What follows belongs to an exercise in optimizing a design on an open flow for small area, a short achievable clock period and few clock cycles per item; a production flow would make more cautious choices. Only simulation tests tie the RTL to the original design; equivalence was not proved.

==> design/flow/design.v <==
module dmem_wait #(
    parameter int unsigned DEPTH_WORDS = 64,
    parameter int unsigned WAIT_STATES = 0,
    parameter logic [31:0] IO_BASE     = 32'hFFFF_0000
) (
    input  logic        clk,
    input  logic        reset,
    input  logic        req,
    input  logic        we,
    input  logic [1:0]  size,
    input  logic        signed_ld,
    input  logic [31:0] addr,
    input  logic [31:0] wdata,
    output logic [31:0] rdata,
    output logic        ready,
    output logic        err,
    output logic [31:0] io_out
);
    localparam int unsigned AW = $clog2(DEPTH_WORDS);
    typedef enum logic [1:0] {
        S_IDLE,
        S_BUSY,
        S_RESP
    } state_t;
    state_t      r_state;
    state_t      w_next;
    logic [31:0] r_addr;
    logic        r_we;
    logic [1:0]  r_size;
    logic        r_sext;
    logic [31:0] r_wdata;
    logic [3:0]  r_wait;
    logic [31:0] r_rdata;
    logic        r_err;
    logic [31:0] r_io_out;
    logic [31:0] r_cyc;
    logic [31:0] r_mem [DEPTH_WORDS];
    logic        w_in_io;
    logic        w_cap_err;
    logic        w_accept;
    logic        w_perform;
    logic        w_io;
    logic [AW-1:0] w_idx;
    logic [31:0] w_rd_word;
    logic [7:0]  w_byte;
    logic [15:0] w_half;
    logic [31:0] w_load;
    logic [3:0]  w_be;
    logic [31:0] w_wrep;
    logic        w_mem_we;
    logic        w_io_we;
    always_comb begin
        w_in_io   = (addr >= IO_BASE);
        w_cap_err = (size == 2'b11)
                  | ((size == 2'b01) & addr[0])
                  | ((size == 2'b10) & (addr[1:0] != 2'b00))
                  | (w_in_io & (size != 2'b10));
    end
    always_ff @(posedge clk) begin
        if (reset) begin
            r_state <= S_IDLE;
        end else begin
            r_state <= w_next;
        end
    end
    always_comb begin
        w_next = r_state;
        case (r_state)
            S_IDLE: begin
                if (req) begin
                    w_next = w_cap_err ? S_RESP : S_BUSY;
                end
            end
            S_BUSY: begin
                if (r_wait == 4'd0) begin
                    w_next = S_RESP;
                end
            end
            S_RESP:  w_next = S_IDLE;
            default: w_next = S_IDLE;
        endcase
    end
    always_comb begin
        ready     = (r_state == S_RESP);
        w_accept  = (r_state == S_IDLE) && req;
        w_perform = (r_state == S_BUSY) && (r_wait == 4'd0);
    end
    always_comb begin
        w_io  = (r_addr >= IO_BASE);
        w_idx = r_addr[AW+1:2];
        w_rd_word = '0;
        if (w_io) begin
            if (r_addr == IO_BASE) begin
                w_rd_word = r_io_out;
            end else if (r_addr == IO_BASE + 32'd4) begin
                w_rd_word = r_cyc;
            end
        end else begin
            w_rd_word = r_mem[w_idx];
        end
        case (r_addr[1:0])
            2'd0:    w_byte = w_rd_word[7:0];
            2'd1:    w_byte = w_rd_word[15:8];
            2'd2:    w_byte = w_rd_word[23:16];
            default: w_byte = w_rd_word[31:24];
        endcase
        w_half = r_addr[1] ? w_rd_word[31:16] : w_rd_word[15:0];
        case (r_size)
            2'b00:   w_load = {{24{r_sext & w_byte[7]}}, w_byte};
            2'b01:   w_load = {{16{r_sext & w_half[15]}}, w_half};
            default: w_load = w_rd_word;
        endcase
    end
    always_comb begin
        case (r_size)
            2'b00: begin
                w_be   = 4'b0001 << r_addr[1:0];
                w_wrep = {4{r_wdata[7:0]}};
            end
            2'b01: begin
                w_be   = r_addr[1] ? 4'b1100 : 4'b0011;
                w_wrep = {2{r_wdata[15:0]}};
            end
            default: begin
                w_be   = 4'b1111;
                w_wrep = r_wdata;
            end
        endcase
        w_mem_we = w_perform & r_we & ~w_io;
        w_io_we  = w_perform & r_we & w_io & (r_addr == IO_BASE);
    end
    always_ff @(posedge clk) begin
        if (reset) begin
            r_addr  <= '0;
            r_we    <= 1'b0;
            r_size  <= '0;
            r_sext  <= 1'b0;
            r_wdata <= '0;
            r_wait  <= '0;
            r_rdata <= '0;
            r_err   <= 1'b0;
        end else if (w_accept) begin
            r_addr  <= addr;
            r_we    <= we;
            r_size  <= size;
            r_sext  <= signed_ld;
            r_wdata <= wdata;
            r_wait  <= 4'(WAIT_STATES);
            if (w_cap_err) begin
                r_rdata <= '0;
                r_err   <= 1'b1;
            end
        end else if (r_state == S_BUSY) begin
            if (r_wait != 4'd0) begin
                r_wait <= r_wait - 4'd1;
            end else begin
                r_rdata <= r_we ? '0 : w_load;
                r_err   <= 1'b0;
            end
        end
    end
    always_ff @(posedge clk) begin
        if (!reset && w_mem_we) begin
            for (int unsigned k = 0; k < 4; k++) begin
                if (w_be[k]) begin
                    r_mem[w_idx][8*k +: 8] <= w_wrep[8*k +: 8];
                end
            end
        end
    end
    always_ff @(posedge clk) begin
        if (reset) begin
            r_io_out <= '0;
        end else if (w_io_we) begin
            r_io_out <= r_wdata;
        end
    end
    always_ff @(posedge clk) begin
        if (reset) begin
            r_cyc <= '0;
        end else begin
            r_cyc <= r_cyc + 32'd1;
        end
    end
    assign rdata  = r_rdata;
    assign err    = r_err;
    assign io_out = r_io_out;
endmodule
==> design/flow/run.sh <==
#!/bin/bash
# synth_recipe.tcl (not shown) runs the flow's synth.tcl, then flattens the netlist and writes it again
# the make line also repeats each setting of config.mk as NAME=value (left out here)
make -C /OpenROAD-flow-scripts/flow DESIGN_CONFIG=/design/flow/config.mk WORK_HOME=/design/flow/orfs CLKGATE_MAP_FILE= SYNTH_SCRIPT=/design/flow/synth_recipe.tcl finish
==> design/flow/config.mk <==
export PLATFORM = sky130hd
export DESIGN_NAME = dmem_wait
export DESIGN_NICKNAME = dmem_wait
export VERILOG_FILES = /design/flow/design.v
export SDC_FILE = /design/flow/constraint.sdc
export NUM_CORES = 4
export LEC_CHECK = 0
export CAP_MARGIN = 20
export CORE_MARGIN = 2
export CORE_UTILIZATION = 40
export SLEW_MARGIN = 20
==> design/flow/constraint.sdc <==
create_clock -name core_clock -period 5.0 [get_ports {clk}]
set_input_delay 1.0000 -clock core_clock [delete_from_list [all_inputs] [get_ports {clk}]]
set_output_delay 1.0000 -clock core_clock [all_outputs]
set_load 0.01 [all_outputs]
==> flow_summary.ini <==
[status]
status = timing/DRC/antenna clean

[cts]
cts_htree_levels = 4
clock_latency_ps = 870
hold_buffers = 0
clk_path_buf_depth = 3
numCtsBuffers = 213
root_buffer = clkbuf_16
clock-sinks = 2225
cts_tree = done
post_cts_buffers = 0
clk_pin_slew_ps = 70
ctsResizeCount = 0

[global_route]
overflow = 0
grt_usage = 0.228
antenna_found_initial = 15
grt_pass1_vias = 45901
grt_pass1_wl_mm = 359
grt_max_degree = 109

[placed_design]
place_hpwl_mm = 170
place_congestion = 0.933
post_dp_cell_area_um2 = 93000
io_buffers = 136

[synthesis]
postSynthAreaPerCell_um2 = 19.0
ys_seq_elements = 2225
async_reset_ff_frac = 0
synth_edf_count = 2048
ys_warn_count = 1
netlist_top_cells_area = edfxtp_1 (70%), mux4_2 (13%), dfxtp_1 (4.0%)
synth_nets = 4697
yosysSeqAreaShare = 0.741
syn_area_um2 = 87800
ys_types = 78
yosys.area.top_type = edfxtp_1
synthFlopType = edfxtp_1
synth.top_cell.area_share = 0.701
synthCells = 4624

[worst_hold_path]
hold_path.class = reg2reg

[cells_and_area]
area_delta_synth_final_pct = 13.9
stdcell_area_um2 = 99900
final_net_count = 4972
fillers = 18263
drive_above_1_share = 0.220

[setup_path]
cp.required_ps = 5730
crit_type = reg2reg
cp-start-kind = register
cp_max_fo = 51
crit_path_end_kind = register
arrival_ps = 5180

[job]
max_cap_violations = 0

[power_and_ir_drop]
power_density_nw_per_um2 = 393
power_leakage_uw = 0.0294
total_power_uw = 39300
ir_drop_uv = 315

[route]
via_per_inst = 6.00
drt-initial-drc-count = 7431
drc = 0
vias = 47584
wl_per_cell_um = 32.5
wl_mm = 258
drtAntennaViolNets = 0
firstDrtPassIters = 10

[floorplan]
fp.dieH_um = 472
rows = 171
initial_core_util = 0.403
dieWidth_um = 472
coreArea_um2 = 218000
io_pins = 137
die_area_um2 = 223000

[timing]
hold_violations = 0
max_freq_mhz = 225
finalWorstPathRequiredPeriod_ps = 4450
finalSetupViolCount = 0
fin_skew_ps = 34.6
rsz0062_at_grt = false
slew-limit-headroom = 0.140
tightest_slew_ps = 1280
fin_crit_sh = 0.890
fin_tns_setup_ps = 0
maxSlewViolCount = 0
## metal layers
| layer | vias to the layer above | GRT usage | part of all wire |
|---|---|---|---|
| met4 | 16 | 0.0957 | 0.049 |
| met1 | 25120 | 0.319 | 0.40 |
| met3 | 518 | 0.0526 | 0.10 |
| li1 | 19225 | - | - |
| met2 | 2705 | 0.345 | 0.45 |
| met5 | - | 0 | 0.00048 |
## report_power, final
| group | total (uW) | internal [uW] | switching [uW] |
|---|---|---|---|
| clock | 16000 | 8920 | 7060 |
| sequential | 20700 | 20500 | 138 |
| combinational | 2630 | 917 | 1720 |
## logic make-up (layout without fill, tap and decap cells)
group / count (synthesis) / in the layout / share of synthesized area
AO/OA/AOI/OAI: 419 / 419 / 0.0321
XOR/XNOR: 29 / 29 / 0.00289
adder cells (fa/ha/maj): 2 / 2 / 0.000285
buffers and inverters: 299 / 751 / 0.0192
flip-flops: 2225 / 2225 / 0.741
multiplexers: 728 / 728 / 0.160
other: 0 / 6 / 0
AND/OR/NAND/NOR: 922 / 922 / 0.0442
## sequential cells by signal, summed over array words and instances, names as in the netlist, named ones only
name      flops
r_we          1
r_err         1
r_mem      2048
r_sext        1
r_rdata      32
r_wait        4
r_addr       32
r_size        2
r_cyc        32
r_wdata      32
r_state       2
r_io_out     32
## cells in the mapped netlist (25+ instances only)
cell type and count:
a21oi_1 144, a221oi_1 32, a22oi_1 54, buf_2 59
buf_4 36, buf_6 30, clkbuf_1 121, dfxtp_1 177
edfxtp_1 2048, mux2_2 34, mux2i_1 164, mux4_2 507
nand2_1 398, nand3_1 30, nor2_1 348, nor3_1 25
o21ai_0 44
## placed cells by master, fill, tap and decap left out, drive strengths merged, types with 53 or more instances in the layout
| cell type | count |
|---|---|
| mux2i | 164 |
| o21ai | 53 |
| nor2 | 348 |
| buf | 200 |
| clkinv | 95 |
| clkdlybuf4s50 | 135 |
| a21oi | 145 |
| edfxtp | 2048 |
| nand2 | 398 |
| mux4 | 530 |
| dfxtp | 177 |
| clkbuf | 263 |
| a22oi | 55 |
## cell type report
type                       instances  area, um^2  area share
clock inverter                   132        1290      0.0129
antenna                            6        15.0    0.000150
inverter                          21        85.1    0.000852
timing repair buffer             338        3090      0.0309
multi-input combinational       2100       21200       0.213
sequential                      2225       65100       0.651
tap                             2854        3570      0.0357
clock buffer                     260        5560      0.0557
## worst max-delay path, cell delays in order, from the launching register on
cell       delay [ps]
dfxtp_4           950
buf_12            440
mux4_1            600
a32o_1            290
a31oi_1           360
a31oi_1           150
a221oi_1          460
buf_4             240
a2111oi_4          70
a22oi_2           550
nand2_1           120
## worst paths after layout
| kind | start | end | slack [ps] | cells past startpoint |
|---|---|---|---|---|
| hold reg to reg | r_addr[30] | r_addr[30] | 460 | 2 |
| hold / removal | r_addr[30] | r_addr[30] | 460 | 2 |
| setup / recovery | register | r_rdata[28] | 550 | 10 |
| setup reg to reg | register | r_rdata[28] | 550 | 10 |
## through the flow
step / hold WS, ps / setup slack, ps / instances / utilization
2_1_floorplan: 425 / 453 / 4624 / -
4_1_cts: 458 / 554 / 7927 / 0.459
3_5_place_dp: 450 / 577 / 7535 / 0.427
6_report: 458 / 551 / 7936 / 0.459
5_1_grt: 481 / 345 / 7932 / 0.459
3_3_place_gp: 444 / 595 / 7534 / 0.427
Testbench counts, summed over its fixed seeds: cycles 36,000, items 12,000.

[static timing again, ports no longer ideal]
In the flow no input, the clock included, has a driving cell. The finished layout below was timed again as built, in two steps. Step 1 (the two cells are an assumption about what drives the block):
set clk [get_ports {clk}]
set_driving_cell -lib_cell sky130_fd_sc_hd__clkbuf_16 $clk
set_driving_cell -lib_cell sky130_fd_sc_hd__buf_2 [delete_from_list [all_inputs] $clk]
Step 2 adds t to the input delays and takes it off the output delays; t is the mean of the earliest and latest rising clock arrival at the registers after step 1. Input paths then give back, and output paths get back, about the clock's delay inside the block. Slacks: no drivers / after step 1 / after step 2; pairs: no drivers / after step 1.
t (ns): 0.939
setup WS [ns]: 0.551 / 0.551 / 0.551
worst hold slack (ns): 0.458 / 0.458 / 0.458
slew at the worst register clock pin (ns): 0.07 / 0.07
worst slew at a driven data input, ns: 0.08
After both steps setup and hold are still met in this run. For this run, drivers alone change the setup slack by 0.000 ns; drivers and shift together by 0.000 ns.
